This is an optimization exercise on Yosys and OpenROAD, whose aim is small area, a short achievable clock period and few clock cycles per item, not a production implementation.
In this exercise RTL edits were held to simulation tests only and were not proved equivalent to the original.
Power and IR drop assume default switching activity.

`design/flow/design.v`:
```
module mem_responder #(
    parameter int DEPTH_WORDS = 64,
    parameter int LATENCY     = 2
) (
    input  logic        clk,
    input  logic        reset,
    input  logic        req_valid,
    output logic        req_ready,
    input  logic        req_write,
    input  logic [1:0]  req_size,
    input  logic [31:0] req_addr,
    input  logic [31:0] req_wdata,
    output logic        resp_valid,
    output logic [31:0] resp_rdata,
    output logic        resp_error
);
    localparam int AW = $clog2(DEPTH_WORDS);
    localparam int NG = (DEPTH_WORDS + 2) / 3;    
    assign req_ready = !reset;
    logic        in_err;
    logic [3:0]  in_lane;    
    logic [31:0] in_wword;
    logic [3:0]  in_sel0;    
    logic [1:0]  in_sel1;    
    logic        in_sel2;    
    logic [3:0]  in_be_n;    
    assign in_err = (req_size == 2'b11)
                  || (req_size == 2'b01 && req_addr[0])
                  || (req_size == 2'b00 && req_addr[1:0] != 2'b00)
                  || (req_addr[31:8] != 24'd0);
    always_comb begin
        in_lane  = 4'b0000;
        in_wword = {4{req_wdata[7:0]}};
        in_sel0  = 4'b0000;
        in_sel1  = 2'b00;
        in_sel2  = 1'b0;
        case (req_size)
            2'b00: begin
                in_lane  = 4'b1111;
                in_wword = req_wdata;
                in_sel0  = 4'b0001;
                in_sel1  = 2'b01;
                in_sel2  = 1'b1;
            end
            2'b01: begin
                in_lane  = req_addr[1] ? 4'b0011 : 4'b1100;
                in_wword = {2{req_wdata[15:0]}};
                in_sel0  = req_addr[1] ? 4'b0001 : 4'b0100;
                in_sel1  = req_addr[1] ? 2'b01 : 2'b10;
            end
            2'b10: begin
                in_lane  = 4'b1000 >> req_addr[1:0];
                in_sel0  = 4'b1000 >> req_addr[1:0];
            end
            default: ;
        endcase
        if (req_write || in_err) begin
            in_sel0 = 4'b0000;
            in_sel1 = 2'b00;
            in_sel2 = 1'b0;
        end
        in_be_n = ~(in_lane & {4{req_valid && !reset && req_write && !in_err}});
    end
    logic                   s_valid;
    logic                   s_err;
    logic [DEPTH_WORDS-1:0] s_word;       
    logic [DEPTH_WORDS-1:0] s_word_n;
    logic [3:0]             s_be_n;
    logic [31:0]            s_wword;
    logic [3:0]             s_sel0_n;     
    logic [1:0]             s_sel1_n;
    logic                   s_sel2_n;
    always_ff @(posedge clk) begin
        s_valid <= req_valid && !reset;
        s_err   <= in_err;
        s_word  <= DEPTH_WORDS'(1) << req_addr[AW+1:2];
        s_be_n  <= in_be_n;
        s_wword <= in_wword;
        s_sel0_n <= ~in_sel0;
        s_sel1_n <= ~in_sel1;
        s_sel2_n <= ~in_sel2;
    end
    assign s_word_n = ~s_word;
    logic [1:0][31:0] rd_half_n;
    genvar gi, wi;
    generate
        for (gi = 0; gi < 4; gi++) begin : g_lane
            logic [8*DEPTH_WORDS-1:0] lane_mem;
            logic [DEPTH_WORDS-1:0]   we;
            for (wi = 0; wi < DEPTH_WORDS; wi++) begin : g_word
                mr_nor2 u_we (.a(s_word_n[wi]), .b(s_be_n[gi]), .y(we[wi]));
                always_ff @(posedge clk) begin
                    if (we[wi]) lane_mem[8*wi +: 8] <= s_wword[8*gi +: 8];
                end
            end
            for (genvar bi = 0; bi < 8; bi++) begin : g_bit
                logic [NG-1:0] grp_n;
                for (genvar ki = 0; ki < NG; ki++) begin : g_grp
                    if (3 * ki + 2 < DEPTH_WORDS) begin : g_3
                        mr_aoi222 u_aoi (
                            .a1(s_word[3*ki]),     .a2(lane_mem[8*(3*ki)     + bi]),
                            .b1(s_word[3*ki + 1]), .b2(lane_mem[8*(3*ki + 1) + bi]),
                            .c1(s_word[3*ki + 2]), .c2(lane_mem[8*(3*ki + 2) + bi]),
                            .y(grp_n[ki]));
                    end else if (3 * ki + 1 < DEPTH_WORDS) begin : g_2
                        mr_aoi22 u_aoi (
                            .a1(s_word[3*ki]),     .a2(lane_mem[8*(3*ki)     + bi]),
                            .b1(s_word[3*ki + 1]), .b2(lane_mem[8*(3*ki + 1) + bi]),
                            .y(grp_n[ki]));
                    end else begin : g_1
                        mr_nand2 u_nand (
                            .a(s_word[3*ki]), .b(lane_mem[8*(3*ki) + bi]), .y(grp_n[ki]));
                    end
                end
                logic [5:0] part;
                logic [1:0] part_n;
                mr_nand4 u_p0 (.a(grp_n[0]),  .b(grp_n[1]),  .c(grp_n[2]),  .d(grp_n[3]),  .y(part[0]));
                mr_nand4 u_p1 (.a(grp_n[4]),  .b(grp_n[5]),  .c(grp_n[6]),  .d(grp_n[7]),  .y(part[1]));
                mr_nand4 u_p2 (.a(grp_n[8]),  .b(grp_n[9]),  .c(grp_n[10]), .d(grp_n[11]), .y(part[2]));
                mr_nand4 u_p3 (.a(grp_n[12]), .b(grp_n[13]), .c(grp_n[14]), .d(grp_n[15]), .y(part[3]));
                mr_nand3 u_p4 (.a(grp_n[16]), .b(grp_n[17]), .c(grp_n[18]), .y(part[4]));
                mr_nand3 u_p5 (.a(grp_n[19]), .b(grp_n[20]), .c(grp_n[21]), .y(part[5]));
                mr_nor3  u_q0 (.a(part[0]), .b(part[1]), .c(part[2]), .y(part_n[0]));
                mr_nor3  u_q1 (.a(part[3]), .b(part[4]), .c(part[5]), .y(part_n[1]));
                assign rd_half_n[0][8*gi + bi] = part_n[0];
                assign rd_half_n[1][8*gi + bi] = part_n[1];
            end
        end
    endgenerate
    logic [7:0] g0_0, g0_1, g0_2, g0_3;    
    logic [7:0] g1_1, g1_3;                
    logic [7:0] g2_2, g2_3;                
    for (genvar bi = 0; bi < 8; bi++) begin : g_align
        mr_aoi21 u_00 (.a1(rd_half_n[0][bi]),      .a2(rd_half_n[1][bi]),      .b1(s_sel0_n[0]), .y(g0_0[bi]));
        mr_aoi21 u_01 (.a1(rd_half_n[0][8 + bi]),  .a2(rd_half_n[1][8 + bi]),  .b1(s_sel0_n[1]), .y(g0_1[bi]));
        mr_aoi21 u_02 (.a1(rd_half_n[0][16 + bi]), .a2(rd_half_n[1][16 + bi]), .b1(s_sel0_n[2]), .y(g0_2[bi]));
        mr_aoi21 u_03 (.a1(rd_half_n[0][24 + bi]), .a2(rd_half_n[1][24 + bi]), .b1(s_sel0_n[3]), .y(g0_3[bi]));
        mr_aoi21 u_11 (.a1(rd_half_n[0][8 + bi]),  .a2(rd_half_n[1][8 + bi]),  .b1(s_sel1_n[0]), .y(g1_1[bi]));
        mr_aoi21 u_13 (.a1(rd_half_n[0][24 + bi]), .a2(rd_half_n[1][24 + bi]), .b1(s_sel1_n[1]), .y(g1_3[bi]));
        mr_aoi21 u_22 (.a1(rd_half_n[0][16 + bi]), .a2(rd_half_n[1][16 + bi]), .b1(s_sel2_n),    .y(g2_2[bi]));
        mr_aoi21 u_23 (.a1(rd_half_n[0][24 + bi]), .a2(rd_half_n[1][24 + bi]), .b1(s_sel2_n),    .y(g2_3[bi]));
    end
    logic [31:0] load_data;
    assign load_data[7:0]   = g0_0 | g0_1 | g0_2 | g0_3;
    assign load_data[15:8]  = g1_1 | g1_3;
    assign load_data[23:16] = g2_2;
    assign load_data[31:24] = g2_3;
    logic        resp_valid_reg;
    logic        resp_error_reg;
    logic [31:0] resp_rdata_reg;
    always_ff @(posedge clk) begin
        resp_valid_reg <= s_valid && !reset;
        resp_error_reg <= s_err;
        resp_rdata_reg <= load_data;
    end
    assign resp_valid = resp_valid_reg;
    assign resp_error = resp_error_reg;
    assign resp_rdata = resp_rdata_reg;
endmodule
module mr_nor2 (
    input  logic a,
    input  logic b,
    output logic y
);
    assign y = ~(a | b);
endmodule
module mr_aoi21 (
    input  logic a1,
    input  logic a2,
    input  logic b1,
    output logic y
);
    assign y = ~((a1 & a2) | b1);
endmodule
module mr_nand2 (
    input  logic a,
    input  logic b,
    output logic y
);
    assign y = ~(a & b);
endmodule
module mr_nand3 (
    input  logic a,
    input  logic b,
    input  logic c,
    output logic y
);
    assign y = ~(a & b & c);
endmodule
module mr_nand4 (
    input  logic a,
    input  logic b,
    input  logic c,
    input  logic d,
    output logic y
);
    assign y = ~(a & b & c & d);
endmodule
module mr_nor3 (
    input  logic a,
    input  logic b,
    input  logic c,
    output logic y
);
    assign y = ~(a | b | c);
endmodule
module mr_aoi22 (
    input  logic a1,
    input  logic a2,
    input  logic b1,
    input  logic b2,
    output logic y
);
    assign y = ~((a1 & a2) | (b1 & b2));
endmodule
module mr_aoi222 (
    input  logic a1,
    input  logic a2,
    input  logic b1,
    input  logic b2,
    input  logic c1,
    input  logic c2,
    output logic y
);
    assign y = ~((a1 & a2) | (b1 & b2) | (c1 & c2));
endmodule
```
`design/flow/flow/run.sh`:
```
#!/bin/bash
# The standard layout (standard.sh, the standard flow's own ORFS run) with three changes:
#   - port buffers are sky130_fd_sc_hd__buf_1 (the resizer upsizes them where timing needs it)
#     instead of the clkdlybuf4s50_1 delay cells buffer_ports picks by default;
#   - clock tree synthesis inserts no dummy loads;
#   - the resizer may change a cell's footprint when it resizes it.
# Every tool's output is in orfs/logs/ (one log per step) and the make output in standard.log.
set -euo pipefail
bash standard.sh \
  "BUFFER_PORTS_ARGS=-buffer_cell sky130_fd_sc_hd__buf_1" \
  "CTS_ARGS=-sink_clustering_enable -repair_clock_nets -sink_clustering_size 28 -sink_clustering_max_diameter 100 -buf_list sky130_fd_sc_hd__clkbuf_16 -dont_use_dummy_load" \
  MATCH_CELL_FOOTPRINT=0 \
  finish > standard.log 2>&1
```
`design/flow/standard.sh`:
```
#!/bin/bash
# synth_recipe.tcl (not shown) runs the flow's synth.tcl, then flattens the netlist and writes it again
# the make line also repeats each setting of config.mk as NAME=value (left out here)
make -C /OpenROAD-flow-scripts/flow DESIGN_CONFIG=/design/flow/config.mk WORK_HOME=/design/flow/orfs CLKGATE_MAP_FILE= SYNTH_SCRIPT=/design/flow/synth_recipe.tcl "${@:-finish}"
```
`design/flow/config.mk`:
```
export PLATFORM = sky130hd
export DESIGN_NAME = mem_responder
export DESIGN_NICKNAME = mem_responder
export VERILOG_FILES = /design/flow/design.v
export SDC_FILE = /design/flow/constraint.sdc
export NUM_CORES = 4
export LEC_CHECK = 0
export CAP_MARGIN = 20
export CORE_MARGIN = 2
export CORE_UTILIZATION = 40
export CTS_BUF_LIST = sky130_fd_sc_hd__clkbuf_16
export CTS_CLUSTER_DIAMETER = 100
export CTS_CLUSTER_SIZE = 28
export SETUP_SLACK_MARGIN = 3.35
export SLEW_MARGIN = 20
export SYNTH_HIERARCHICAL = 1
```
`design/flow/constraint.sdc`:
```
create_clock -name core_clock -period 6.0 [get_ports {clk}]
set_input_delay 1.2000 -clock core_clock [delete_from_list [all_inputs] [get_ports {clk}]]
set_output_delay 1.2000 -clock core_clock [all_outputs]
set_load 0.01 [all_outputs]
```
==> notes.md <==
## Yosys stat by module (local to each module, per instance), excerpt
module / times used / cell area, um^2 / cells
mr_aoi222: 672 / 10.0 / 1
mr_nor3: 64 / 10.0 / 1
mr_nor2: 256 / 3.75 / 1
mr_nand3: 64 / 5.00 / 1
mr_nand4: 128 / 6.26 / 1
mr_aoi21: 64 / 8.76 / 1
mr_nand2: 32 / 3.75 / 1
## final timing paths
kind                                           to       start
worst min register to register     resp_valid_reg     s_valid
worst max-delay path            resp_rdata_reg[7]  s_word[15]
worst min-delay path               resp_valid_reg     s_valid
worst max register to register  resp_rdata_reg[7]  s_word[15]
## layout by cell type, fill, tap and decap left out, types with 2 or more instances in the layout
| cell | count |
|---|---|
| a21o_1 | 2 |
| a21oi_1 | 4 |
| a21oi_2 | 64 |
| a222oi_1 | 672 |
| and2_1 | 2 |
| buf_1 | 100 |
| buf_12 | 8 |
| buf_2 | 2 |
| buf_4 | 85 |
| buf_6 | 10 |
| buf_8 | 2 |
| clkbuf_16 | 92 |
| dfxtp_1 | 61 |
| dfxtp_2 | 57 |
| dfxtp_4 | 25 |
| diode_2 | 22 |
| edfxtp_1 | 2048 |
| inv_1 | 74 |
| mux2_2 | 8 |
| mux2i_1 | 8 |
| nand2_1 | 44 |
| nand3_1 | 64 |
| nand3_2 | 5 |
| nand3b_1 | 10 |
| nand4_1 | 131 |
| nor2_1 | 327 |
| nor2b_1 | 5 |
| nor3_2 | 23 |
| nor3_4 | 42 |
| nor4_1 | 6 |
| o211ai_1 | 2 |
| o21ai_0 | 16 |
| or2_2 | 7 |
| or3_1 | 2 |
| or3b_2 | 3 |
| or4_1 | 8 |
## per-layer routing
metal	part of all wire	global-route usage	wire, um
met1	0.38	0.296	82000
met2	0.47	0.339	102000
met3	0.11	0.0422	22900
met4	0.040	0.0872	8520
met5	0.000051	0	11
## Yosys cell counts, drive strengths merged
| cell | n | area [um^2] |
|---|---|---|
| a21oi | 68 | 581 |
| inv | 75 | 282 |
| or4 | 8 | 60.1 |
| o21ai | 16 | 80.1 |
| nand4 | 131 | 820 |
| nor2 | 328 | 1230 |
| nor3 | 66 | 656 |
| a21o | 2 | 15.0 |
| o211ai | 2 | 15.0 |
| nand2 | 44 | 165 |
| or3b | 3 | 26.3 |
| edfxtp | 2048 | 61500 |
| nand3b | 10 | 75.1 |
| buf | 11 | 61.3 |
| mux2 | 8 | 90.1 |
| dfxtp | 143 | 2860 |
| or3 | 2 | 12.5 |
| nand2b | 1 | 6.26 |
| clkbuf | 6 | 22.5 |
| nor2b | 5 | 31.3 |
| mux2i | 8 | 80.1 |
| nand3 | 69 | 345 |
| a222oi | 672 | 6730 |
| and2 | 2 | 12.5 |
| or2 | 8 | 50.1 |
| nor4 | 6 | 37.5 |
## logic make-up (layout without fill, tap and decap cells)
kind of cell | Yosys count | in the layout | share of synthesized area
buf+inv | 92 | 375 | 0.00482
flops | 2191 | 2191 | 0.849
mux | 16 | 16 | 0.00224
simple gates | 683 | 683 | 0.0466
other cells | 0 | 22 | 0
compound gates | 760 | 760 | 0.0978
## per-stage QoR
stage	setup WS [ns]	utilization	hold WS, ns	power (uW)	std cells
final	3.21	0.442	0.453	24700	6542
after global routing	3.20	0.442	0.476	25400	6538
after CTS	3.25	0.439	0.460	24800	6496
after detailed placement	2.99	0.425	0.437	18100	6402
after global placement	2.98	0.425	0.424	18000	6402
after floorplan	3.53	-	0.310	17500	3742
## what timing repair did
item | 4_1_cts | 5_1_grt
resized for setup | 76 | 60
endpoints found under the setup margin | 31 | 13
gates cloned | 0 | 3
setup buffers | 5 | 21
pin swaps | 29 | 90
## where the power goes
part	internal (uW)	switching, uW
sequential	16800	47.1
combinational	190	762
clock	2670	4290
total	19600	5100
## critical path: stages (launching register included)
cell and delay (ns):
dfxtp_4 0.37, buf_12 0.15, a222oi_1 0.55, nand4_1 0.54
nor3_4 0.40, a21oi_2 0.10, or4_1 0.53
## layout make-up
cell class | instances | area (um^2)
Timing Repair Buffer | 211 | 1410
Fill cell | 16049 | 105000
Clock buffer | 89 | 2230
Multi-Input combinational cell | 1459 | 11400
Sequential cell | 2191 | 64500
Antenna cell | 22 | 55.1
Inverter | 75 | 282
Tap cell | 2495 | 3120
==> impl_metrics.env <==
export IMPL_worst_pin_slew_ns=1.05
export IMPL_grt_pass1_vias=38670
export IMPL_top_regs="g_lane.lane_mem: 2048 flops, s_word: 64 flops"
export IMPL_netlist_instances=3742
export IMPL_syn_avg_cell_area_um2=20.3
export IMPL_grt_total_usage=0.216
export IMPL_grt_max_degree=65
export IMPL_post_dp_cell_area_um2=79900
export IMPL_die_h_um=439
export IMPL_rr_worst_depth=6
export IMPL_final_antenna_net_count=0
export IMPL_drc=0
export IMPL_die_area_um2=193000
export IMPL_critPathRequiredTime_ns=6.65
export IMPL_routed_wl_um=216000
export IMPL_ys_ff_latch=2191
export IMPL_core_rowCount=159
export IMPL_seq_area_frac_synth=0.849
export IMPL_clock_latency_ns=0.78
export IMPL_core_area_um2=188000
export IMPL_clockBufferDepth=3
export IMPL_fin_crit_ns=2.79
export IMPL_end_kind="register"
export IMPL_mappedNetlistArea_um2=75800
export IMPL_finalHoldViolations=0
export IMPL_grt_setup_unrepaired="true"
export IMPL_status="finished clean"
export IMPL_io_pins=105
export IMPL_critical_path_arrival_ns=3.44
export IMPL_max_cap_violations=0
export IMPL_cts_clk_slew_worst_paths_ns=0.10
export IMPL_start_kind="register"
export IMPL_drive_gt1_frac=0.109
export IMPL_syn_nets=3812
export IMPL_regMostFlops="g_lane.lane_mem"
export IMPL_wl_per_cell_um=33.0
export IMPL_setup_viol=0
export IMPL_grt_pass1_wl_um=295000
export IMPL_fmax_mhz=358
export IMPL_setup_tns_ns=0
export IMPL_grt_overflow=0
export IMPL_power_density_nw_per_um2=298
export IMPL_antenna_found_initial=16
export IMPL_dpl_hpwl_um=132000
export IMPL_rrSetupSlack_ns=3.21
export IMPL_slew_headroom=0.298
export IMPL_yosysUniqueCellTypes=30
export IMPL_htree_levels=3
export IMPL_drv_slew=0
export IMPL_area_growth_syn_to_layout_pct=9.47
export IMPL_holdBufCountCts=0
export IMPL_path_max_fanout=17
export IMPL_min_path_type="reg2reg"
export IMPL_num_vias=41414
export IMPL_largest_reg_flops=2048
export IMPL_place_congestion=0.883
export IMPL_vdd_drop_max_uv=220
export IMPL_root_buffer="clkbuf_16"
export IMPL_fin_skew_ns=0.0993
export IMPL_fin_crit_sh=0.465
export IMPL_yosys_warnings=7
export IMPL_nNetsFinal=4097
export IMPL_dieWidth_um=439
export IMPL_first_iter_violations=8843
export IMPL_worstSetupPathType="reg2reg"
export IMPL_initial_utilization=0.403
export IMPL_tritoncts="built"
export IMPL_p_leak_uw=0.0240
export IMPL_final_area_um2=83000
export IMPL_cts_sinks=2191
export IMPL_drt_pass1_iter_count=7
export IMPL_min_path_cells=1
export IMPL_cts_buffers=89
export IMPL_vias_per_cell=6.33
export IMPL_io_buffers=104
Testbench counts, summed over its fixed seeds: cycles 9,616, items 9,600.

## re-timing with driven ports
The flow's constraints put no driver on any port. The routed layout listed below was extracted and timed again, unchanged, in two steps. Step 1 sets driving cells, clkbuf_16 on the clock port and buf_2 on the other inputs (assumed; they add their load-dependent delay and slew). Step 2 moves the port delays by t, midway between the first and last clock arrival at a register: inputs arrive t later, outputs are due t later. That takes back most of the time a late clock gives input paths. Slacks: ideal / step 1 / step 2; pairs: ideal / step 1.
shift t [ns]: 0.809
setup WS [ns]: 3.211 / 3.211 / 2.976
latest minus earliest clock arrival (ns): 0.100 / 0.100
pins driven straight from the clock port: 1
After both steps setup and hold are still met in this run. The setup slack of this run moves by 0.000 ns with the drivers and by -0.235 ns with both steps.
